This design comes from an exercise in tuning for small area, a short achievable clock period and few clock cycles per item on the open sky130 flow, not from production work. In this exercise RTL edits were held to simulation tests only and were not proved equivalent to the original.

[flow/flow/run.sh]
#!/bin/bash
set -euo pipefail
MARGIN=${REPAIR_SETUP_MARGIN:-9}
bash standard.sh synth > synth.log 2>&1
bash standard.sh SETUP_SLACK_MARGIN=$MARGIN finish > layout.log 2>&1
test -s out/final.def
[flow/standard.sh]
#!/bin/bash
# synth_recipe.tcl (not shown) runs the flow's synth.tcl, then flattens the netlist and writes it again
# the make line also repeats each setting of config.mk as NAME=value (left out here)
make -C /OpenROAD-flow-scripts/flow DESIGN_CONFIG=/design/flow/config.mk WORK_HOME=/design/flow/orfs CLKGATE_MAP_FILE= SYNTH_SCRIPT=/design/flow/synth_recipe.tcl "${@:-finish}"
[flow/config.mk]
export PLATFORM = sky130hd
export DESIGN_NAME = iir_biquad_seq
export DESIGN_NICKNAME = iir_biquad_seq
export VERILOG_FILES = /design/flow/design.v
export SDC_FILE = /design/flow/constraint.sdc
export NUM_CORES = 4
export LEC_CHECK = 0
export CAP_MARGIN = 20
export CORE_MARGIN = 2
export CORE_UTILIZATION = 60
export SLEW_MARGIN = 20
[flow/constraint.sdc]
create_clock -name core_clock -period 18.0 [get_ports {clk}]
set_input_delay 3.6000 -clock core_clock [delete_from_list [all_inputs] [get_ports {clk}]]
set_output_delay 3.6000 -clock core_clock [all_outputs]
set_load 0.01 [all_outputs]
[flow/design.v]
package iir_pkg;
  localparam int DEF_MAN = 23;
  localparam int DEF_EXP = 8;
  localparam int FW = DEF_MAN + DEF_EXP + 1;
endpackage
module int2float #(
  parameter int MAN = 23,
  parameter int EXP = 8
) (
  input  logic [MAN-1:0]   a,
  output logic [MAN+EXP:0] f
);
  localparam int BIAS = (1 << (EXP - 1)) - 1;
  logic [MAN-1:0] mag;
  logic [31:0]    v;
  logic [4:0]     lz;
  always_comb begin
    mag = a[MAN-1] ? (~a + 1'b1) : a;
    v   = {mag, {(32-MAN){1'b0}}};
    lz  = '0;
    if (v[31:16] == '0) begin lz[4] = 1'b1; v = {v[15:0], 16'd0}; end
    if (v[31:24] == '0) begin lz[3] = 1'b1; v = {v[23:0], 8'd0};  end
    if (v[31:28] == '0) begin lz[2] = 1'b1; v = {v[27:0], 4'd0};  end
    if (v[31:30] == '0) begin lz[1] = 1'b1; v = {v[29:0], 2'd0};  end
    if (v[31]    == 1'b0) begin lz[0] = 1'b1; v = {v[30:0], 1'd0}; end
    f = '0;
    if (mag != '0) f = {a[MAN-1], EXP'(BIAS + MAN - 1) - EXP'(lz), v[30:31-MAN]};
  end
endmodule
module mult #(
  parameter int MAN = 23,
  parameter int EXP = 8
) (
  input  logic [MAN+EXP:0] a,
  input  logic [MAN+EXP:0] b,
  output logic [MAN+EXP:0] p
);
  localparam logic [EXP+1:0] BIAS = (EXP+2)'((1 << (EXP - 1)) - 1);
  logic [2*MAN+1:0] prod;
  logic [EXP+1:0]   e0, e1, e;
  logic             nz;
  always_comb begin
    prod = {1'b1, a[MAN-1:0]} * {1'b1, b[MAN-1:0]};
    nz = (a[MAN+EXP-1:MAN] != '0) && (b[MAN+EXP-1:MAN] != '0);
    e0 = {2'b00, a[MAN+EXP-1:MAN]} + {2'b00, b[MAN+EXP-1:MAN]} - BIAS;
    e1 = {2'b00, a[MAN+EXP-1:MAN]} + {2'b00, b[MAN+EXP-1:MAN]} - BIAS + 1'b1;
    e  = prod[2*MAN+1] ? e1 : e0;
    p = '0;
    if (nz && !e[EXP+1] && e != '0) begin
      if (e >= (EXP+2)'((1 << EXP) - 1))
        p = {a[MAN+EXP] ^ b[MAN+EXP], {(EXP-1){1'b1}}, 1'b0, {MAN{1'b1}}};
      else
        p = {a[MAN+EXP] ^ b[MAN+EXP], e[EXP-1:0],
             prod[2*MAN+1] ? prod[2*MAN:MAN+1] : prod[2*MAN-1:MAN]};
    end
  end
endmodule
module soma #(
  parameter int MAN = 23,
  parameter int EXP = 8
) (
  input  logic [MAN+EXP:0] a,
  input  logic [MAN+EXP:0] b,
  output logic [MAN+EXP:0] s
);
  localparam int MW = MAN + 3;         
  logic              sub, eagb, near, zero, sf_s, sn_s, sgn;
  logic [EXP-1:0]    ea, eb, emax, es, d;
  logic [EXP:0]      dab, dba;
  logic [MAN+EXP:0]  fa, fs;
  logic [MW-1:0]     ma, mb, mfb, mfs, msf, d1, dn, v;
  logic [MW:0]       sf, dAB, dBA;
  logic [4:0]        lz;
  logic [EXP+1:0]    ef, en, e;
  logic [MAN-1:0]    mf, mn, m;
  always_comb begin
    ea   = a[MAN+EXP-1:MAN];
    eb   = b[MAN+EXP-1:MAN];
    sub  = a[MAN+EXP] ^ b[MAN+EXP];
    dab  = {1'b0, ea} - {1'b0, eb};
    dba  = {1'b0, eb} - {1'b0, ea};
    eagb = !dab[EXP];
    d    = eagb ? dab[EXP-1:0] : dba[EXP-1:0];
    emax = eagb ? ea : eb;
    fa   = eagb ? a : b;
    fs   = eagb ? b : a;
    es   = fs[MAN+EXP-1:MAN];
    mfb  = {1'b1, fa[MAN-1:0], 2'b00};
    mfs  = (es == '0) ? '0 : {1'b1, fs[MAN-1:0], 2'b00};
    near = sub && (d[EXP-1:1] == '0);
    msf = (d[EXP-1:5] != '0) ? '0 : (mfs >> d[4:0]);
    sf  = sub ? ({1'b0, mfb} - {1'b0, msf}) : ({1'b0, mfb} + {1'b0, msf});
    sf_s = fa[MAN+EXP];
    if (sf[MW]) begin
      mf = sf[MW-1:3];
      ef = {2'b00, emax} + 1'b1;
    end else if (sf[MW-1]) begin
      mf = sf[MW-2:2];
      ef = {2'b00, emax};
    end else begin
      mf = sf[MW-3:1];
      ef = {2'b00, emax} - 1'b1;
    end
    ma  = {1'b1, a[MAN-1:0], 2'b00};
    mb  = {1'b1, b[MAN-1:0], 2'b00};
    dAB = {1'b0, ma} - {1'b0, mb};
    dBA = {1'b0, mb} - {1'b0, ma};
    d1  = mfb - {1'b0, mfs[MW-1:1]};
    if (d[0]) begin
      dn = d1;             sn_s = fa[MAN+EXP];
    end else if (!dAB[MW]) begin
      dn = dAB[MW-1:0];    sn_s = a[MAN+EXP];
    end else begin
      dn = dBA[MW-1:0];    sn_s = b[MAN+EXP];
    end
    v   = dn;
    lz  = '0;
    if (v[MW-1:MW-16] == '0) begin lz[4] = 1'b1; v = {v[MW-17:0], 16'd0}; end
    if (v[MW-1:MW-8]  == '0) begin lz[3] = 1'b1; v = {v[MW-9:0],  8'd0};  end
    if (v[MW-1:MW-4]  == '0) begin lz[2] = 1'b1; v = {v[MW-5:0],  4'd0};  end
    if (v[MW-1:MW-2]  == '0) begin lz[1] = 1'b1; v = {v[MW-3:0],  2'd0};  end
    if (v[MW-1]       == 1'b0) begin lz[0] = 1'b1; v = {v[MW-2:0], 1'd0}; end
    mn  = v[MW-2:2];
    en  = {2'b00, emax} - {5'd0, lz};
    m    = near ? mn : mf;
    e    = near ? en : ef;
    sgn  = near ? sn_s : sf_s;
    zero = (emax == '0) || e[EXP+1] || (e == '0) || (near && dn == '0);
    s    = zero ? '0 : {sgn, e[EXP-1:0], m};
  end
endmodule
module float2int #(
  parameter int MAN = 23,
  parameter int EXP = 8
) (
  input  logic [MAN+EXP:0] f,
  output logic [MAN+EXP:0] i
);
  localparam int W    = MAN + EXP + 1;
  localparam int BIAS = (1 << (EXP - 1)) - 1;
  logic [W-1:0]   mag;
  logic [EXP-1:0] r;
  always_comb begin
    r   = EXP'(BIAS + W - 2) - f[MAN+EXP-1:MAN];
    mag = '0;
    if (f[MAN+EXP-1:MAN] >= EXP'(BIAS + W - 1))
      mag = {1'b0, {(W-1){1'b1}}};
    else if (f[MAN+EXP-1:MAN] >= EXP'(BIAS))
      mag = {1'b0, {1'b1, f[MAN-1:0], {(W-2-MAN){1'b0}}} >> r[4:0]};
    i = f[MAN+EXP] ? (~mag + 1'b1) : mag;
  end
endmodule
module iir_coef_bank #(
  parameter int FWB = 32,
  parameter int MAN = 23
) (
  input  logic           clk,
  input  logic           rst_n,
  input  logic           we,
  input  logic [2:0]     addr,
  input  logic [FWB-1:0] wdata,
  input  logic           hold,     
  output logic [FWB-1:0] coef
);
  logic [FWB-1:0] shadow [5];
  logic [4:0]     sz;              
  logic [FWB-1:0] cur [5];         
  logic [FWB-1:0] act [5];
  always_ff @(posedge clk or negedge rst_n) begin
    if (!rst_n) sz <= '1;
    else if (we && addr < 3'd5) sz[addr] <= 1'b0;
  end
  always_ff @(posedge clk) begin
    if (we) begin
      for (int k = 0; k < 5; k++)
        if (addr == 3'(k)) shadow[k] <= wdata;
    end
  end
  always_comb begin
    for (int k = 0; k < 5; k++) begin
      cur[k] = shadow[k];
      if (sz[k]) cur[k][FWB-2:MAN] = '0;
    end
  end
  always_ff @(posedge clk) begin
    if (!hold) begin
      act[0] <= cur[1];
      act[1] <= cur[0];
      act[2] <= cur[2];
      act[3] <= cur[3];
      act[4] <= cur[4];
    end else begin
      for (int k = 0; k < 4; k++) act[k] <= act[k+1];
    end
  end
  assign coef = act[0];
endmodule
module iir_biquad_seq #(
  parameter int MAN = iir_pkg::DEF_MAN,
  parameter int EXP = iir_pkg::DEF_EXP
) (
  input  logic             clk,
  input  logic             rst_n,
  input  logic             in_valid,
  output logic             in_ready,
  input  logic [MAN-1:0]   in_sample,
  output logic             out_valid,
  input  logic             out_ready,
  output logic [MAN+EXP:0] out_sample,
  input  logic             coef_we,
  input  logic [2:0]       coef_addr,
  input  logic [MAN+EXP:0] coef_data,
  input  logic             clr,
  output logic             busy
);
  localparam int W = MAN + EXP + 1;
  logic [MAN-1:0] x_in;
  logic [W-1:0]   x0, x1, x2, y1, y2, opb, p, acc, out_q;
  logic [2:0]     xnz;            
  logic [1:0]     ynz;            
  logic [5:0]     vld;            
  logic [1:0]     cnt;            
  logic           pend;           
  logic           oval;
  logic [W-1:0]   x_flt, coef, nb, mul_res, sum_res, int_res;
  logic           nbz, accept, take, load_out, hold;
  assign hold      = |vld[3:0];
  assign in_ready  = !hold && cnt != 2'd2;
  assign accept    = in_valid && in_ready && !clr;
  assign take      = oval && out_ready && !clr;
  assign load_out  = pend && !oval;
  assign out_valid = oval;
  assign out_sample = out_q;
  assign busy      = cnt != 2'd0;
  iir_coef_bank #(.FWB(W), .MAN(MAN)) u_coef (
    .clk   (clk),
    .rst_n (rst_n),
    .we    (coef_we),
    .addr  (coef_addr),
    .wdata (coef_data),
    .hold  (hold),
    .coef  (coef)
  );
  int2float #(.MAN(MAN), .EXP(EXP)) u_i2f (.a(x_in), .f(x_flt));
  mult      #(.MAN(MAN), .EXP(EXP)) u_mul (.a(coef), .b(opb), .p(mul_res));
  soma      #(.MAN(MAN), .EXP(EXP)) u_add (.a(acc), .b(p), .s(sum_res));
  float2int #(.MAN(MAN), .EXP(EXP)) u_f2i (.f(y1), .i(int_res));
  always_comb begin
    nb  = x0;
    nbz = !xnz[0];
    if (vld[0]) begin nb = x_flt; nbz = 1'b0;    end
    if (vld[1]) begin nb = x2;    nbz = !xnz[2]; end
    if (vld[2]) begin nb = y1;    nbz = !ynz[0]; end
    if (vld[3]) begin nb = y2;    nbz = !ynz[1]; end
    if (nbz) nb[W-2:MAN] = '0;
  end
  always_ff @(posedge clk or negedge rst_n) begin
    if (!rst_n) begin
      vld <= '0; cnt <= '0; pend <= 1'b0; oval <= 1'b0; xnz <= '0; ynz <= '0;
    end else if (clr) begin
      vld <= '0; cnt <= '0; pend <= 1'b0; oval <= 1'b0; xnz <= '0; ynz <= '0;
    end else begin
      vld <= {vld[4:0], accept};
      cnt <= cnt + 2'(accept) - 2'(take);
      if (vld[0]) xnz <= {xnz[1:0], 1'b1};
      if (vld[5]) ynz <= {ynz[0], 1'b1};
      if (vld[5])        pend <= 1'b1;
      else if (load_out) pend <= 1'b0;
      if (load_out)      oval <= 1'b1;
      else if (take)     oval <= 1'b0;
    end
  end
  always_ff @(posedge clk) begin
    if (!vld[0]) x_in <= in_sample;
    opb <= nb;
    p   <= mul_res;
    acc <= vld[0] ? '0 : sum_res;
    if (vld[0]) begin
      x0 <= x_flt;
      x1 <= x0;
      x2 <= x1;
    end
    if (vld[5]) begin
      y1 <= sum_res;
      y2 <= y1;
    end
    if (load_out) out_q <= int_res;
  end
endmodule
==> results of run 1 <==
-- area by class of cell --
type / instances / area share [%]
clock inverters: 32 / 0.656
multi-input cells: 4567 / 58.7
clock buffers: 95 / 3.02
inverters: 715 / 4.28
repair buffers: 282 / 4.09
flip-flops and latches: 651 / 26.7
repair inverters: 1 / 0.00988
well taps: 1265 / 2.50
diodes: 2 / 0.00790
-- cells in the final DEF (no fill, tap or decap), types with 31 or more instances in the layout --
cell,instances
sky130_fd_sc_hd__nand2b_1,41
sky130_fd_sc_hd__mux4_2,33
sky130_fd_sc_hd__nor2_1,310
sky130_fd_sc_hd__fa_1,486
sky130_fd_sc_hd__a21oi_1,298
sky130_fd_sc_hd__nor3_1,105
sky130_fd_sc_hd__o211ai_1,57
sky130_fd_sc_hd__ha_1,311
sky130_fd_sc_hd__o21a_1,31
sky130_fd_sc_hd__and3_1,34
sky130_fd_sc_hd__o21ai_0,221
sky130_fd_sc_hd__nand2_1,1071
sky130_fd_sc_hd__xnor2_1,92
sky130_fd_sc_hd__nand3b_1,43
sky130_fd_sc_hd__nor2b_1,39
sky130_fd_sc_hd__xor2_1,47
sky130_fd_sc_hd__buf_4,161
sky130_fd_sc_hd__a31oi_1,49
sky130_fd_sc_hd__clkdlybuf4s50_1,97
sky130_fd_sc_hd__mux2i_1,164
sky130_fd_sc_hd__dfxtp_1,250
sky130_fd_sc_hd__nand3_1,72
sky130_fd_sc_hd__edfxtp_1,375
sky130_fd_sc_hd__clkbuf_16,71
sky130_fd_sc_hd__nand4_1,36
sky130_fd_sc_hd__and2_1,250
sky130_fd_sc_hd__inv_1,702
sky130_fd_sc_hd__a21o_1,65
sky130_fd_sc_hd__a211oi_1,43
-- per-stage QoR --
step                util [%]  area [µm²]
finish                  67.0       63300
global route            67.0       63300
CTS                     66.1       62500
detailed placement      62.4       59000
global placement        62.4       59000
floorplan                  -       57200
-- flip-flops by register name, indices dropped and copies added, names as in the netlist, 5 cells and up --
signal,count
acc,32
opb,32
out_q,32
p,32
u_coef.act,160
u_coef.shadow,160
u_coef.sz,5
vld,6
x0,32
x1,32
x2,32
x_in,23
y1,32
y2,32
-- final timing paths --
path | end | depth (start not counted) | from | slack [ns]
worst min register to register | u_coef.act[2][22] | 2 | u_coef.act[3][22] | 0.41
worst max-delay path | y1[5] | 40 | acc[23] | 8.99
min in group asynchronous | cnt[1] | 1 | rst_n | 2.95
worst min-delay path | u_coef.act[2][22] | 2 | u_coef.act[3][22] | 0.41
max in group asynchronous | vld[0] | 1 | rst_n | 14.62
worst max register to register | y1[5] | 40 | acc[23] | 8.99
-- layer usage --
layer	track usage, %	vias up	routed length, µm	part of all wire [%]
met4	17.6	2	10200	5.5
li1	-	21300	-	-
met2	61.1	2368	86600	47
met5	0	-	13	0.0070
met3	7.01	541	16200	8.8
met1	48.4	23300	71500	39
-- critical path: cells and delay by family, from the launching register on --
family / cells / cell delay (ns)
AO/OA/AOI/OAI: 17 / 2.89
AND/OR/NAND/NOR: 12 / 3.32
adder cells (fa/ha/maj): 5 / 1.35
multiplexers: 1 / 0.38
buffers and inverters: 5 / 0.40
flip-flops: 1 / 0.35
-- cell families (layout without fill, tap and decap cells) --
family | Yosys count | in the layout
AOI/OAI and AO/OA | 1182 | 1184
xor gates and xnor gates | 145 | 145
adders and majority gates | 820 | 820
buffers and inverters | 1060 | 1125
DFF | 651 | 651
muxes | 223 | 225
other | 0 | 2
and+or+nand+nor | 2184 | 2193
-- timing repair --
| action | in CTS | in global routing |
|---|---|---|
| buffers inserted | 52 | 35 |
| cloned | 12 | 5 |
| pin swaps | 34 | 54 |
| endpoints found under the setup margin | 96 | 85 |
| gates resized for setup | 149 | 112 |
==> flow_summary.rst, run 1 <==
.. list-table::
   :header-rows: 1

   * - Metric
     - Value
   * - Share of post-route cells with drive strength above 1
     - under 10%
   * - Average size of a mapped cell
     - ~9 µm²
   * - Post-layout min period
     - ~9 ns
   * - Vias in the first global route
     - 46300
   * - Total of warnings raised by yosys
     - 9
   * - Total area of multi-input combinational cells
     - ~37000 µm²
   * - Parity-gate share of the synthesized area counting xor and xnor cells
     - around 2.2%
   * - Number of clock buffers inserted by TritonCTS
     - approximately 70
   * - Post-Synthesis Cells
     - between 6000 and 7000
   * - Dpl cells
     - 7377
   * - Highest attainable clock frequency
     - approximately 110 MHz
   * - Total of buffers placed on input and output ports
     - 98
   * - Complex-gate fraction of the synthesized area
     - approximately 14%
   * - Initial DRT Pass Iterations
     - 7
   * - TritonCTS clock tree
     - done
   * - Placement-stage worst setup slack
     - 6.22 ns
   * - Status
     - complete, no violations
   * - Yosys top cell area share
     - roughly 20%
   * - Unique masters post-synth
     - ~120
   * - Detailed-route vias per instance
     - 6.24
   * - Number of pins exceeding their max-slew limit in the final report
     - 0
   * - Final Hold Slack
     - 0.408 ns
   * - Final Instance Count excl. Fillers
     - around 7600
   * - Post-route ant nets
     - 0
   * - Main area contributors after synthesis
     - sky130_fd_sc_hd__edfxtp_1 20%, sky130_fd_sc_hd__fa_1 17%, sky130_fd_sc_hd__dfxtp_1 9.0%
   * - Wirelength per Cell
     - approximately 24 µm
   * - Worst stage delay on the critical path
     - approximately 0.6 ns
   * - Die Wd
     - about 310 µm
   * - Relative slew margins
     - around 16%
   * - RD Place Congestion
     - 1.02
   * - Number of levels in the clock H-tree
     - 3
   * - Antenna violations before repair
     - 7
   * - Die height
     - between 300 and 400 µm
   * - DR iter-0 viols
     - ~5000
   * - Dominant cell by count in the synthesized netlist
     - sky130_fd_sc_hd__nand2_1
   * - Least-Margin Pin Slew
     - approximately 1.2 ns
   * - Max FO, Critical Path
     - 8
   * - Synthesis-to-finish area growth
     - 11.2%
   * - Number of hold violations in the final report
     - 0
   * - Crit path DAT
     - between 9 and 10 ns
   * - Async S/R FF share, synth
     - under 10%
   * - Routed vias
     - approximately 48000
   * - Number of enable flip-flop cells after synthesis
     - approximately 380
   * - Floorplan core area
     - between 90000 and 100000 µm²
   * - Number of fill cells in the layout
     - around 7400
   * - Multiplexer share of the synthesized area
     - between 4 and 5%
   * - Most common library cells after synthesis
     - 1075 x sky130_fd_sc_hd__nand2_1, 709 x sky130_fd_sc_hd__inv_1, 489 x sky130_fd_sc_hd__fa_1, 375 x sky130_fd_sc_hd__edfxtp_1, 331 x sky130_fd_sc_hd__ha_1
   * - Global-route usage over all layers
     - 37.4%
   * - Fraction of the cycle the final worst path needs
     - between 50% and 60%
   * - Critical path required time
     - about 18 ns
   * - Critical-path cell with the highest stage delay
     - sky130_fd_sc_hd__or4_4
   * - Critical path class
     - flip-flop to flip-flop
   * - Clock tree root driver cell
     - sky130_fd_sc_hd__clkbuf_16
   * - Most used flip-flop cell after synthesis
     - sky130_fd_sc_hd__edfxtp_1
   * - Cts hold-fix bufs
     - 0
   * - Drc violations
     - 0
   * - Critical Path Start Type
     - flip-flop
   * - Worst skew pair latency
     - roughly 0.64 ns
   * - Wire length of the first global-routing pass
     - 279000 µm
   * - Sequential area share after synthesis
     - between 20% and 30%
   * - Top-level I/O count
     - 99
   * - Setup tns final
     - 0 ns
   * - Type of element capturing the critical path
     - flip-flop
   * - Max clock buf depth
     - 3
   * - Post-synthesis share of cell area spent on full adders, half adders and majority gates
     - between 20% and 30%
   * - HPWL after DPL
     - 136000 µm
   * - FF/Latch Area
     - between 15000 and 20000 µm²
   * - Setup repair after global routing missed its margin
     - true
   * - Worst hold path type
     - flip-flop to flip-flop
   * - Dominant combinational cell family by area after synthesis
     - adder cells
   * - Largest net degree at the start of global routing
     - 85
   * - Worst setup skew after layout
     - a little over 0.04 ns
   * - Number of sinks handled by clock tree synthesis
     - ~650
   * - Maxcap violations
     - 0
   * - Final worst slack
     - 8.99 ns
   * - Simple logic cell fraction of the synthesized area
     - between 10% and 20%
   * - Die footprint
     - roughly 97000 µm²
   * - Effective utilization at floorplan
     - about three fifths
   * - Synth Net Count
     - 7149
   * - Number of core rows
     - about 110
   * - Cell type contributing the most total cell area after synthesis
     - sky130_fd_sc_hd__edfxtp_1
   * - Total gr overflow
     - 0
   * - CTS clock-pin slew for the worst setup and hold paths
     - roughly 0.060 ns
   * - Wire length reported by the detailed router
     - around 180000 µm
   * - Post-synthesis sequential element count
     - between 600 and 700
   * - Final net count
     - ~7200
   * - Setup Viol. Count Final
     - 0
   * - Summed instance area of the synthesized netlist
     - ~57000 µm²
Testbench counts, summed over its fixed seeds: cycles 10,272, items 2,048.
==> run 2: changes to the inputs <==
==> flow/run.sh (new file) <==
#!/bin/bash
# synth_recipe.tcl (not shown) runs the flow's synth.tcl, then flattens the netlist and writes it again
# the make line also repeats each setting of config.mk as NAME=value (left out here)
make -C /OpenROAD-flow-scripts/flow DESIGN_CONFIG=/design/flow/config.mk WORK_HOME=/design/flow/orfs CLKGATE_MAP_FILE= SYNTH_SCRIPT=/design/flow/synth_recipe.tcl finish
--- a/flow/config.mk
+++ b/flow/config.mk
@@ -10,2 +10,3 @@
 export CORE_UTILIZATION = 60
+export SETUP_SLACK_MARGIN = 5
 export SLEW_MARGIN = 20
removed: flow/flow/run.sh
removed: flow/standard.sh
==> flow_summary.rst, run 2 <==
.. list-table::
   :header-rows: 1

   * - Metric
     - Value
   * - Initial DRT Pass Iterations
     - 6 (-1)
   * - Maxcap violations
     - 0 (unchanged)
   * - Highest attainable clock frequency
     - 81.1 MHz (-27%)
   * - Number of clock buffers inserted by TritonCTS
     - 69 (unchanged)
   * - Total of warnings raised by yosys
     - 9 (unchanged)
   * - Most common library cells after synthesis
     - 1075 x sky130_fd_sc_hd__nand2_1, 709 x sky130_fd_sc_hd__inv_1, 489 x sky130_fd_sc_hd__fa_1, 375 x sky130_fd_sc_hd__edfxtp_1, 331 x sky130_fd_sc_hd__ha_1
   * - Origin of the worst min-delay path
     - u_coef.act[3][4]
   * - Post-Synthesis Cells
     - 6265 (unchanged)
   * - Number of hold violations in the final report
     - 0 (unchanged)
   * - Relative slew margins
     - 23.7% (+7.4 points)
   * - Post-synthesis sequential element count
     - 651 (unchanged)
   * - Max FO, Critical Path
     - 60 (+52)
   * - Endpoint of the worst register-to-register path
     - y1[5]
   * - Wire length of the first global-routing pass
     - 270000 µm (-3.4%)
   * - Total of buffers placed on input and output ports
     - 98 (unchanged)
   * - Die footprint
     - 97400 µm² (unchanged)
   * - CTS clock-pin slew for the worst setup and hold paths
     - 0.06 ns (about the same)
   * - Routed vias
     - 46400 (-2.3%)
   * - Async S/R FF share, synth
     - 3.07% (unchanged)
   * - Launch point of the worst reg-to-reg path
     - acc[23]
   * - Most used flip-flop cell after synthesis
     - sky130_fd_sc_hd__edfxtp_1
   * - Gate family responsible for the most delay along the worst path
     - simple AND/OR/NAND/NOR gates
   * - Worst setup skew after layout
     - 0.0538 ns (+0.0132 ns)
   * - Number of sinks handled by clock tree synthesis
     - 651 (unchanged)
   * - Die height
     - 312 µm (unchanged)
   * - RD Place Congestion
     - 0.993 (-2.6%)
   * - Summed instance area of the synthesized netlist
     - 57000 µm² (unchanged)
   * - Total non-filler cell area in the finished layout
     - 61400 µm² (-3.2%)
   * - Number of enable flip-flop cells after synthesis
     - 375 (unchanged)
   * - Antenna violations before repair
     - 4 (-3)
   * - Die Wd
     - 312 µm (unchanged)
   * - Type of element capturing the critical path
     - flip-flop
   * - Parity-gate share of the synthesized area counting xor and xnor cells
     - 2.23% (unchanged)
   * - Simple logic cell fraction of the synthesized area
     - 17.8% (unchanged)
   * - Setup Viol. Count Final
     - 0 (unchanged)
   * - HPWL after DPL
     - 133000 µm (-2.0%)
   * - Largest net degree at the start of global routing
     - 90 (+5.9%)
   * - Worst hold path stage count
     - 2 (unchanged)
   * - Vias in the first global route
     - 46000 (-0.61%)
   * - Number of core rows
     - 113 (unchanged)
   * - Setup tns final
     - 0 ns (unchanged)
   * - Main area contributors after synthesis
     - sky130_fd_sc_hd__edfxtp_1 20%, sky130_fd_sc_hd__fa_1 17%, sky130_fd_sc_hd__dfxtp_1 9.0%
   * - Clock tree root driver cell
     - sky130_fd_sc_hd__clkbuf_16
   * - CP dominant cell by count
     - sky130_fd_sc_hd__a21oi_1
   * - Least-Margin Pin Slew
     - 1.13 ns (-0.115 ns)
   * - Regs by FF count
     - u_coef.act (160), u_coef.shadow (160)
   * - Drc violations
     - 0 (unchanged)
   * - Wire length reported by the detailed router
     - 176000 µm (-4.8%)
   * - Endpoint of the worst hold path
     - u_coef.act[2][4]
   * - Number of levels in the clock H-tree
     - 3 (unchanged)
   * - Worst reg-to-reg setup slack
     - 5.66 ns (-3.33 ns)
   * - Floorplan core area
     - 94600 µm² (unchanged)
   * - Worst skew pair latency
     - 0.65 ns (about the same)
   * - Dominant combinational cell family by area after synthesis
     - adder cells
   * - Detailed-route vias per instance
     - 6.18 (-1.0%)
   * - Effective utilization at floorplan
     - 60.2% (unchanged)
   * - Yosys top cell area share
     - 19.8% (unchanged)
   * - Worst hold path type
     - flip-flop to flip-flop
   * - Unique masters post-synth
     - 118 (unchanged)
   * - Placement-stage cell area
     - 58800 µm² (-0.27%)
   * - Critical Path Start Type
     - flip-flop
   * - Sequential area share after synthesis
     - 29.7% (unchanged)
   * - Setup repair after global routing missed its margin
     - false
   * - Post-layout min period
     - 12.34 ns (+3.33 ns)
   * - Average size of a mapped cell
     - 9.09 µm² (unchanged)
   * - TritonCTS clock tree
     - done
   * - DR iter-0 viols
     - 4749 (-3.9%)
   * - Global-route usage over all layers
     - 35.8% (-1.5 points)
   * - Wirelength per Cell
     - 23.4 µm (-3.6%)
   * - Buffering stage count on the worst path with inverters included
     - 6 (+1)
   * - Max clock buf depth
     - 3 (unchanged)
   * - Total gr overflow
     - 0 (unchanged)
   * - Most common cell after layout, fill and taps aside
     - sky130_fd_sc_hd__nand2_1
   * - Cts hold-fix bufs
     - 0 (unchanged)
   * - Depth of the worst register-to-register path
     - 41 (+2.5%)
   * - Utilization after layout
     - 64.9% (-2.1 points)
   * - Fraction of the cycle the final worst path needs
     - 68.5% (+19 points)
   * - Post-route ant nets
     - 0 (unchanged)
   * - Critical path class
     - flip-flop to flip-flop
   * - Complex-gate fraction of the synthesized area
     - 13.9% (unchanged)
   * - Final net count
     - 7072 (-1.4%)
   * - Top-level I/O count
     - 99 (unchanged)
   * - Most frequent cells in the layout
     - 1074 x sky130_fd_sc_hd__nand2_1, 706 x sky130_fd_sc_hd__inv_1, 489 x sky130_fd_sc_hd__fa_1
   * - Multiplexer share of the synthesized area
     - 4.69% (unchanged)
   * - Synth Net Count
     - 7149 (unchanged)
   * - Critical-path cell with the highest stage delay
     - sky130_fd_sc_hd__or4_1
   * - Synthesis-to-finish area growth
     - 7.71%
   * - Post-synthesis share of cell area spent on full adders, half adders and majority gates
     - 24.5% (unchanged)
   * - Share of post-route cells with drive strength above 1
     - 5.89% (-4.0 points)
   * - Number of pins exceeding their max-slew limit in the final report
     - 0 (unchanged)
   * - Worst stage delay on the critical path
     - 0.67 ns (+0.07 ns)
   * - Crit path DAT
     - 12.67 ns (+3.32 ns)
   * - Critical path required time
     - 18.33 ns (-0.02 ns)
   * - Cell type contributing the most total cell area after synthesis
     - sky130_fd_sc_hd__edfxtp_1
   * - Status
     - complete, no violations
   * - Dominant cell by count in the synthesized netlist
     - sky130_fd_sc_hd__nand2_1
run 2: cell types whose count changed in the layout (fill, tap and decap cells not counted), sizes merged, moves of 2 or more:
| cell | delta |
|---|---|
| nand2 | -2 |
| buf | -84 |
| bufinv | +2 |
| mux2 | -2 |
| nand2b | -5 |
| inv | -3 |
run 2: cell families (layout without fill, tap and decap cells):
logic type / after synthesis / after routing
buffers and inverters: 1060 / 1040
DFF: 651 / 651
and+or+nand+nor: 2184 / 2184
other: 0 / 1
AOI/OAI and AO/OA: 1182 / 1182
muxes: 223 / 223
adders and majority gates: 820 / 820
xor gates and xnor gates: 145 / 145
run 2: worst max-delay path by stage:
stage                        from  endpoint  slack, ns  depth (start not counted)
after floorplan           acc[23]     y1[7]       7.62                         48
after global placement    acc[23]     y1[5]       4.91                         40
after detailed placement  acc[23]     y1[5]       4.93                         40
after CTS                 acc[23]     y1[5]       5.08                         40
after global routing      acc[23]     y1[5]       5.10                         41
final                     acc[23]     y1[5]       5.66                         41
run 2: final cells by class:
cell class / count / area (µm²)
clock buffer: 95 / 1930
antenna: 1 / 2.50
multi-input combinational: 4554 / 36000
sequential: 651 / 16900
tap: 1265 / 1580
inverter: 715 / 2690
clock inverter: 33 / 492
fill: 7688 / 33200
timing repair buffer: 197 / 1720
run 2: worst min-delay path, cell delays in order, from the launching register on:
cell and delay, ns:
sky130_fd_sc_hd__dfxtp_1 0.31, sky130_fd_sc_hd__nand2_1 0.04, sky130_fd_sc_hd__nand2_1 0.05
run 2: stage by stage:
stage / setup slack, ns / hold slack (ns) / instances
after floorplan: 7.62 / 0.392 / 6265
after global placement: 4.91 / 0.401 / 7373
after detailed placement: 4.93 / 0.405 / 7374
after CTS: 5.08 / 0.393 / 7502
after global routing: 5.10 / 0.402 / 7510
final: 5.66 / 0.398 / 7511
run 2: per-layer routing:
layer | GRT usage, % | up-vias | share of wire, %
met5 | 0 | - | 0.017
met3 | 5.67 | 459 | 8.2
li1 | - | 21100 | -
met4 | 16.5 | 4 | 5.1
met2 | 59.6 | 2168 | 48
met1 | 46.3 | 22700 | 39
run 2: what timing repair did:
action | in CTS | in global routing
gates resized for setup | 1 | 3
endpoints found under the hold margin | 0 | 0
endpoints found under the setup margin | 4 | 54
pin swaps | 0 | 2
buffers inserted | 0 | 7
==> run 3: changes to the inputs <==
--- a/flow/design.v
+++ b/flow/design.v
@@ -29,2 +29,36 @@
 endmodule
+module sigmul (
+  input  logic [23:0] a,
+  input  logic [23:0] b,
+  output logic [47:0] y
+);
+  localparam int NR = 13;                  
+  logic [26:0] bx;                         
+  logic [24:0] mag [NR];
+  logic [NR-1:0] neg;
+  logic [47:0] rows [NR];
+  logic [47:0] negs;
+  logic [47:0] kc;                        
+  always_comb begin
+    bx = {2'b00, b, 1'b0};
+    negs = '0;
+    kc = '0;
+    for (int i = 0; i < NR; i++) begin
+      logic [2:0] t;
+      t = bx[2*i +: 3];
+      case (t)
+        3'b001, 3'b010: begin mag[i] = {1'b0, a};   neg[i] = 1'b0; end
+        3'b011:         begin mag[i] = {a, 1'b0};   neg[i] = 1'b0; end
+        3'b100:         begin mag[i] = ~{a, 1'b0};  neg[i] = 1'b1; end
+        3'b101, 3'b110: begin mag[i] = ~{1'b0, a};  neg[i] = 1'b1; end
+        default:        begin mag[i] = '0;          neg[i] = 1'b0; end
+      endcase
+      rows[i] = 48'({~neg[i], mag[i]}) << (2 * i);
+      negs[2*i] = neg[i];
+      kc = kc - (48'd1 << (25 + 2 * i));
+    end
+    y = negs + kc;
+    for (int i = 0; i < NR; i++) y = y + rows[i];
+  end
+endmodule
 module mult #(
@@ -41,4 +75,6 @@
   logic             nz;
+  logic [2*MAN+1:0] prod_b;
+  sigmul u_sm (.a({1'b1, a[MAN-1:0]}), .b({1'b1, b[MAN-1:0]}), .y(prod_b));
   always_comb begin
-    prod = {1'b1, a[MAN-1:0]} * {1'b1, b[MAN-1:0]};
+    prod = prod_b;
     nz = (a[MAN+EXP-1:MAN] != '0) && (b[MAN+EXP-1:MAN] != '0);
@@ -75,2 +111,3 @@
   logic [MAN-1:0]    mf, mn, m;
+  logic [MW-1:0]     nmask;
   always_comb begin
@@ -127,4 +164,6 @@
     sgn  = near ? sn_s : sf_s;
-    zero = (emax == '0) || e[EXP+1] || (e == '0) || (near && dn == '0);
-    s    = zero ? '0 : {sgn, e[EXP-1:0], m};
+    for (int i = 0; i < MW; i++) nmask[i] = {1'b0, emax} >= (EXP+1)'(MW - i);
+    zero = near ? ((dn & nmask) == '0)
+                : (emax == '0) || (emax == EXP'(1) && sf[MW:MW-1] == 2'b00);
+    s    = {sgn, zero ? EXP'(0) : e[EXP-1:0], m};
   end
@@ -216,4 +255,4 @@
   localparam int W = MAN + EXP + 1;
-  logic [MAN-1:0] x_in;
-  logic [W-1:0]   x0, x1, x2, y1, y2, opb, p, acc, out_q;
+  logic [MAN-1:0] x0, x1, x2;    
+  logic [W-1:0]   y1, y2, opb, p, acc;
   logic [2:0]     xnz;            
@@ -222,6 +261,6 @@
   logic [1:0]     cnt;            
-  logic           pend;           
-  logic           oval;
+  logic [1:0]     pcnt;           
+  logic [MAN-1:0] xsel;
   logic [W-1:0]   x_flt, coef, nb, mul_res, sum_res, int_res;
-  logic           nbz, accept, take, load_out, hold;
+  logic           nbz, accept, take, hold;
   assign hold      = |vld[3:0];
@@ -229,6 +268,5 @@
   assign accept    = in_valid && in_ready && !clr;
-  assign take      = oval && out_ready && !clr;
-  assign load_out  = pend && !oval;
-  assign out_valid = oval;
-  assign out_sample = out_q;
+  assign take      = out_valid && out_ready && !clr;
+  assign out_valid = pcnt != 2'd0;
+  assign out_sample = int_res;
   assign busy      = cnt != 2'd0;
@@ -243,13 +281,12 @@
   );
-  int2float #(.MAN(MAN), .EXP(EXP)) u_i2f (.a(x_in), .f(x_flt));
+  int2float #(.MAN(MAN), .EXP(EXP)) u_i2f (.a(xsel), .f(x_flt));
   mult      #(.MAN(MAN), .EXP(EXP)) u_mul (.a(coef), .b(opb), .p(mul_res));
   soma      #(.MAN(MAN), .EXP(EXP)) u_add (.a(acc), .b(p), .s(sum_res));
-  float2int #(.MAN(MAN), .EXP(EXP)) u_f2i (.f(y1), .i(int_res));
+  float2int #(.MAN(MAN), .EXP(EXP)) u_f2i (.f(pcnt[1] ? y2 : y1), .i(int_res));
   always_comb begin
-    nb  = x0;
-    nbz = !xnz[0];
-    if (vld[0]) begin nb = x_flt; nbz = 1'b0;    end
-    if (vld[1]) begin nb = x2;    nbz = !xnz[2]; end
-    if (vld[2]) begin nb = y1;    nbz = !ynz[0]; end
-    if (vld[3]) begin nb = y2;    nbz = !ynz[1]; end
+    xsel = vld[1] ? x2 : x0;
+    nb   = x_flt;
+    nbz  = vld[1] ? !xnz[2] : !xnz[0];
+    if (vld[2]) begin nb = y1; nbz = !ynz[0]; end
+    if (vld[3]) begin nb = y2; nbz = !ynz[1]; end
     if (nbz) nb[W-2:MAN] = '0;
@@ -258,5 +295,5 @@
     if (!rst_n) begin
-      vld <= '0; cnt <= '0; pend <= 1'b0; oval <= 1'b0; xnz <= '0; ynz <= '0;
+      vld <= '0; cnt <= '0; pcnt <= '0; xnz <= '0; ynz <= '0;
     end else if (clr) begin
-      vld <= '0; cnt <= '0; pend <= 1'b0; oval <= 1'b0; xnz <= '0; ynz <= '0;
+      vld <= '0; cnt <= '0; pcnt <= '0; xnz <= '0; ynz <= '0;
     end else begin
@@ -264,8 +301,5 @@
       cnt <= cnt + 2'(accept) - 2'(take);
-      if (vld[0]) xnz <= {xnz[1:0], 1'b1};
+      if (accept) xnz <= {xnz[1:0], 1'b1};
       if (vld[5]) ynz <= {ynz[0], 1'b1};
-      if (vld[5])        pend <= 1'b1;
-      else if (load_out) pend <= 1'b0;
-      if (load_out)      oval <= 1'b1;
-      else if (take)     oval <= 1'b0;
+      pcnt <= pcnt + 2'(vld[5]) - 2'(take);
     end
@@ -273,3 +307,2 @@
   always_ff @(posedge clk) begin
-    if (!vld[0]) x_in <= in_sample;
     opb <= nb;
@@ -277,4 +310,4 @@
     acc <= vld[0] ? '0 : sum_res;
-    if (vld[0]) begin
-      x0 <= x_flt;
+    if (accept) begin
+      x0 <= in_sample;
       x1 <= x0;
@@ -286,3 +319,2 @@
     end
-    if (load_out) out_q <= int_res;
   end
==> flow/flow/run.sh (new file) <==
#!/bin/bash
set -euo pipefail
MARGIN=10
bash standard.sh synth > synth.log 2>&1
bash standard.sh SETUP_SLACK_MARGIN=$MARGIN finish > layout.log 2>&1
test -s out/final.def
==> flow/standard.sh (new file) <==
#!/bin/bash
# synth_recipe.tcl (not shown) runs the flow's synth.tcl, then flattens the netlist and writes it again
# the make line also repeats each setting of config.mk as NAME=value (left out here)
make -C /OpenROAD-flow-scripts/flow DESIGN_CONFIG=/design/flow/config.mk WORK_HOME=/design/flow/orfs CLKGATE_MAP_FILE= SYNTH_SCRIPT=/design/flow/synth_recipe.tcl "${@:-finish}"
--- a/flow/config.mk
+++ b/flow/config.mk
@@ -10,3 +10,2 @@
 export CORE_UTILIZATION = 60
-export SETUP_SLACK_MARGIN = 5
 export SLEW_MARGIN = 20
removed: flow/run.sh
==> flow_summary.rst, run 3 <==
.. list-table::
   :header-rows: 1

   * - Metric
     - Value
   * - Post-synthesis share of cell area spent on full adders, half adders and majority gates
     - 17.6% (-6.8 points)
   * - Number of hold violations in the final report
     - 0 (unchanged)
   * - Total gr overflow
     - 0 (unchanged)
   * - Critical-path cell with the highest stage delay
     - sky130_fd_sc_hd__dfrtp_2
   * - Worst hold path type
     - flip-flop to flip-flop
   * - Unique masters post-synth
     - 125 (+5.9%)
   * - Worst reg-to-reg setup slack
     - 9.96 ns (+4.30 ns)
   * - Detailed-route vias per instance
     - 6.64 (+7.5%)
   * - Met1 demand-to-capacity share in global routing
     - 53.4% (+7.1 points)
   * - Global routing's busiest layer
     - met2
   * - Die footprint
     - 92100 µm² (-5.4%)
   * - HPWL after DPL
     - 132000 µm (-0.58%)
   * - Setup tns final
     - 0 ns (unchanged)
   * - Setup repair after global routing missed its margin
     - true
   * - Clock tree root driver cell
     - sky130_fd_sc_hd__clkbuf_16
   * - Simple logic cell fraction of the synthesized area
     - 15.7% (-2.1 points)
   * - Number of clock buffers inserted by TritonCTS
     - 56 (-19%)
   * - Fraction of the cycle the final worst path needs
     - 47.9% (-21 points)
   * - Gate family responsible for the most delay along the worst path
     - multiplexers
   * - Antenna violations before repair
     - 11 (+7)
   * - Crit path DAT
     - 5.02 ns (-7.65 ns)
   * - Number of enable flip-flop cells after synthesis
     - 325 (-13%)
   * - Wirelength per Cell
     - 25.8 µm (+10%)
   * - Number of fill cells in the layout
     - 6661 (-13%)
   * - Post-route ant nets
     - 0 (unchanged)
   * - Cell type contributing the most total cell area after synthesis
     - sky130_fd_sc_hd__edfxtp_1
   * - Launch point of the worst reg-to-reg path
     - opb[21]
   * - Dominant cell by count in the synthesized netlist
     - sky130_fd_sc_hd__nand2_1
   * - Regs by FF count
     - u_coef.act (160), u_coef.shadow (160)
   * - Post-layout min period
     - 8.62 ns (-3.72 ns)
   * - TritonCTS clock tree
     - done
   * - Complex-gate fraction of the synthesized area
     - 19.0% (+5.2 points)
   * - Number of sinks handled by clock tree synthesis
     - 569 (-13%)
   * - Wire length reported by the detailed router
     - 192000 µm (+9.3%)
   * - Sequential area share after synthesis
     - 27.4% (-2.3 points)
   * - Most frequent cells in the layout
     - 727 x sky130_fd_sc_hd__nand2_1, 504 x sky130_fd_sc_hd__nor2_1, 424 x sky130_fd_sc_hd__inv_1
   * - Total of warnings raised by yosys
     - 12 (+3)
   * - Parity-gate share of the synthesized area counting xor and xnor cells
     - 6.57% (+4.3 points)
   * - Highest attainable clock frequency
     - 116 MHz (+43%)
   * - Worst-path cell chain
     - buf_12, mux2i_4, buf_12, mux2i_2, mux4_2, mux2i_2, mux2i_1, o221ai_2, inv_1, ha_2, inv_2, or3_4, nor3_4, nand3_2, nor2_4, nand2_4, nor3_4, a41oi_2, buf_4, a21oi_2, xnor2_1, buf_2
   * - RD Place Congestion
     - 1.05 (+5.9%)
   * - Effective utilization at floorplan
     - 60.7% (+0.50 points)
   * - Number of pins exceeding their max-slew limit in the final report
     - 0 (unchanged)
   * - Max clock buf depth
     - 3 (unchanged)
   * - Share of post-route cells with drive strength above 1
     - 16.3% (+10 points)
   * - Endpoint of the worst register-to-register path
     - p[0]
   * - Wire length of the first global-routing pass
     - 278000 µm (+3.0%)
   * - Worst Setup SP
     - pcnt[1]
   * - Synth Net Count
     - 6814 (-4.7%)
   * - Status
     - complete, no violations
   * - Routed vias
     - 49500 (+6.6%)
   * - Worst skew pair latency
     - 0.66 ns (about the same)
   * - Relative slew margins
     - 24.2% (+0.49 points)
   * - Dpl cells
     - 7074 (-4.1%)
   * - FF/Latch Area
     - 14800 µm² (-12%)
   * - Most used flip-flop cell after synthesis
     - sky130_fd_sc_hd__edfxtp_1
   * - Number of levels in the clock H-tree
     - 2 (-1)
   * - Most common cell after layout, fill and taps aside
     - sky130_fd_sc_hd__nand2_1
   * - Initial DRT Pass Iterations
     - 9 (+3)
   * - Largest net degree at the start of global routing
     - 99 (+10%)
   * - CTS clock-pin slew for the worst setup and hold paths
     - 0.07 ns (about the same)
   * - Die height
     - 304 µm (-2.8%)
   * - Max FO, Critical Path
     - 8 (-87%)
   * - Synthesis-to-finish area growth
     - 16.5%
   * - Number of core rows
     - 109 (-3.5%)
   * - Maxcap violations
     - 0 (unchanged)
   * - Average size of a mapped cell
     - 8.75 µm² (-3.7%)
   * - Main area contributors after synthesis
     - sky130_fd_sc_hd__edfxtp_1 18%, sky130_fd_sc_hd__fa_1 9.7%, sky130_fd_sc_hd__dfxtp_1 8.3%
   * - Final net count
     - 6897 (-2.5%)
   * - Least-Margin Pin Slew
     - 1.12 ns (-0.00723 ns)
   * - Depth of the worst register-to-register path
     - 36 (-12%)
   * - DR iter-0 viols
     - 6199 (+31%)
   * - Worst setup skew after layout
     - 0.0797 ns (+0.0259 ns)
   * - Met3 track demand over resource
     - 7.60% (+1.9 points)
   * - Total area of multi-input combinational cells
     - 38100 µm² (+5.8%)
   * - Critical Path End
     - out_sample[30]
   * - Critical Path Start Type
     - flip-flop
   * - Post-synthesis sequential element count
     - 569 (-13%)
   * - Levels on crit path
     - 22 (-46%)
   * - Total of buffers placed on input and output ports
     - 98 (unchanged)
   * - Vias in the first global route
     - 45400 (-1.2%)
   * - Type of element capturing the critical path
     - primary output
   * - Global-route usage over all layers
     - 39.5% (+3.7 points)
   * - Final Instance Count excl. Fillers
     - 7449 (-0.83%)
   * - Summed instance area of the synthesized netlist
     - 53800 µm² (-5.5%)
   * - Setup Viol. Count Final
     - 0 (unchanged)
   * - Post-Synthesis Cells
     - 6149 (-1.9%)
   * - Critical path required time
     - 14.40 ns (-3.93 ns)
   * - Die Wd
     - 304 µm (-2.8%)
   * - Fraction of met2 tracks used by global routing
     - 60.4% (+0.87 points)
   * - Buffering stage count on the worst path with inverters included
     - 6 (unchanged)
   * - Worst stage delay on the critical path
     - 0.41 ns (-0.26 ns)
   * - Critical path class
     - flip-flop to primary output
   * - Top-level I/O count
     - 99 (unchanged)
   * - Floorplan core area
     - 88600 µm² (-6.3%)
   * - Most common library cells after synthesis
     - 741 x sky130_fd_sc_hd__nand2_1, 524 x sky130_fd_sc_hd__nor2_1, 445 x sky130_fd_sc_hd__inv_1, 352 x sky130_fd_sc_hd__a21oi_1, 340 x sky130_fd_sc_hd__ha_1
   * - Dominant combinational cell family by area after synthesis
     - compound AO/OA/AOI/OAI gates
   * - Drc violations
     - 0 (unchanged)
   * - Multiplexer share of the synthesized area
     - 7.12% (+2.4 points)
   * - Async S/R FF share, synth
     - 3.51% (+0.44 points)
   * - Yosys top cell area share
     - 18.1% (-1.6 points)
-- run 3: changes by cell type after synthesis, moves of 56 or more --
cell                       before  now
sky130_fd_sc_hd__and2_1       250   37
sky130_fd_sc_hd__inv_1        709  445
sky130_fd_sc_hd__a221oi_1      13   99
sky130_fd_sc_hd__nor2_1       323  524
sky130_fd_sc_hd__fa_1         489  261
sky130_fd_sc_hd__xor2_1        50  226
sky130_fd_sc_hd__a22oi_1       12  106
sky130_fd_sc_hd__nand2_1     1075  741
sky130_fd_sc_hd__mux2i_1      168  244
sky130_fd_sc_hd__xnor2_1       95  178
sky130_fd_sc_hd__clkbuf_1     269  325
-- run 3: metrics by stage --
stage	setup WS, ns	hold WS (ns)	util [%]	area (µm²)
after floorplan	10.00	0.392	-	53900
after global placement	8.16	0.401	62.5	55400
after detailed placement	8.00	0.398	62.5	55400
after CTS	9.47	0.394	67.6	60000
after global routing	9.23	0.403	70.7	62700
final	9.38	0.407	70.7	62700
-- run 3: layout make-up --
cell class	count	area share, %
clock inverters	24	0.381
clock buffers	82	2.55
flip-flops and latches	569	23.7
diodes	4	0.0160
multi-input cells	4701	60.8
repair buffers	449	7.45
inverters	451	2.77
well taps	1165	2.33
repair inverters	4	0.0439
-- run 3: cell families after synthesis --
logic type,after synthesis
AOI/OAI and AO/OA,1506
and+or+nand+nor,1847
DFF,569
buffers and inverters,891
muxes,330
xor gates and xnor gates,404
adders and majority gates,602
-- run 3: how the worst min path moves through the flow --
stage                              from           endpoint  slack [ns]  depth (start not counted)
global route        u_coef.shadow[4][0]   u_coef.act[4][0]        0.40                          0
floorplan             u_coef.act[1][23]  u_coef.act[0][23]        0.39                          2
CTS                 u_coef.shadow[4][0]   u_coef.act[4][0]        0.39                          0
finish              u_coef.shadow[4][0]   u_coef.act[4][0]        0.41                          0
global placement      u_coef.act[3][24]  u_coef.act[2][24]        0.40                          2
detailed placement    u_coef.act[1][25]  u_coef.act[0][25]        0.40                          2
-- run 3: timing repair --
item                                    CTS  global route
gates resized for setup                 355           370
setup buffers                           126            97
pin swaps                                53           133
hold buffers                              0             0
endpoints found under the setup margin  126           127
gates cloned                             25            17
-- run 3: per-layer routing --
metal  wire length, µm  up-vias  share of wire [%]
met5                26        -              0.014
met4             13500        4                7.0
met3             20600      670                 11
met2             83200     3092                 43
met1             74600    23800                 39
li1                  -    21900                  -
Testbench counts of run 3, summed over its fixed seeds: cycles 10,264, items 2,048.

## separate check: timing with driven ports
Ports are ideal in the flow. The routed layouts listed here were re-timed in OpenROAD.
Step 1, drivers: a clkbuf_16 drives clk and a buf_2 each remaining input, both assumed.
Step 2 moves the port delays by t, midway between the first and last clock arrival at a register: inputs arrive t later, outputs are due t later. That takes back most of the time a late clock gives input paths.
a / b / c = ideal ports / drivers / drivers and shift; a / b = the first two.
| run | t (ns) | slack for setup (ns) | hold slack, ns |
|---|---|---|---|
| run 1 | 0.698 | 8.995 / 8.995 / 8.995 | 0.408 / 0.408 / 0.408 |
| run 2 | 0.702 | 5.663 / 5.663 / 5.663 | 0.398 / 0.398 / 0.398 |
| run 3 | 0.706 | 9.385 / 9.302 / 9.956 | 0.407 / 0.407 / 0.407 |
After both steps every run listed still meets setup and hold.
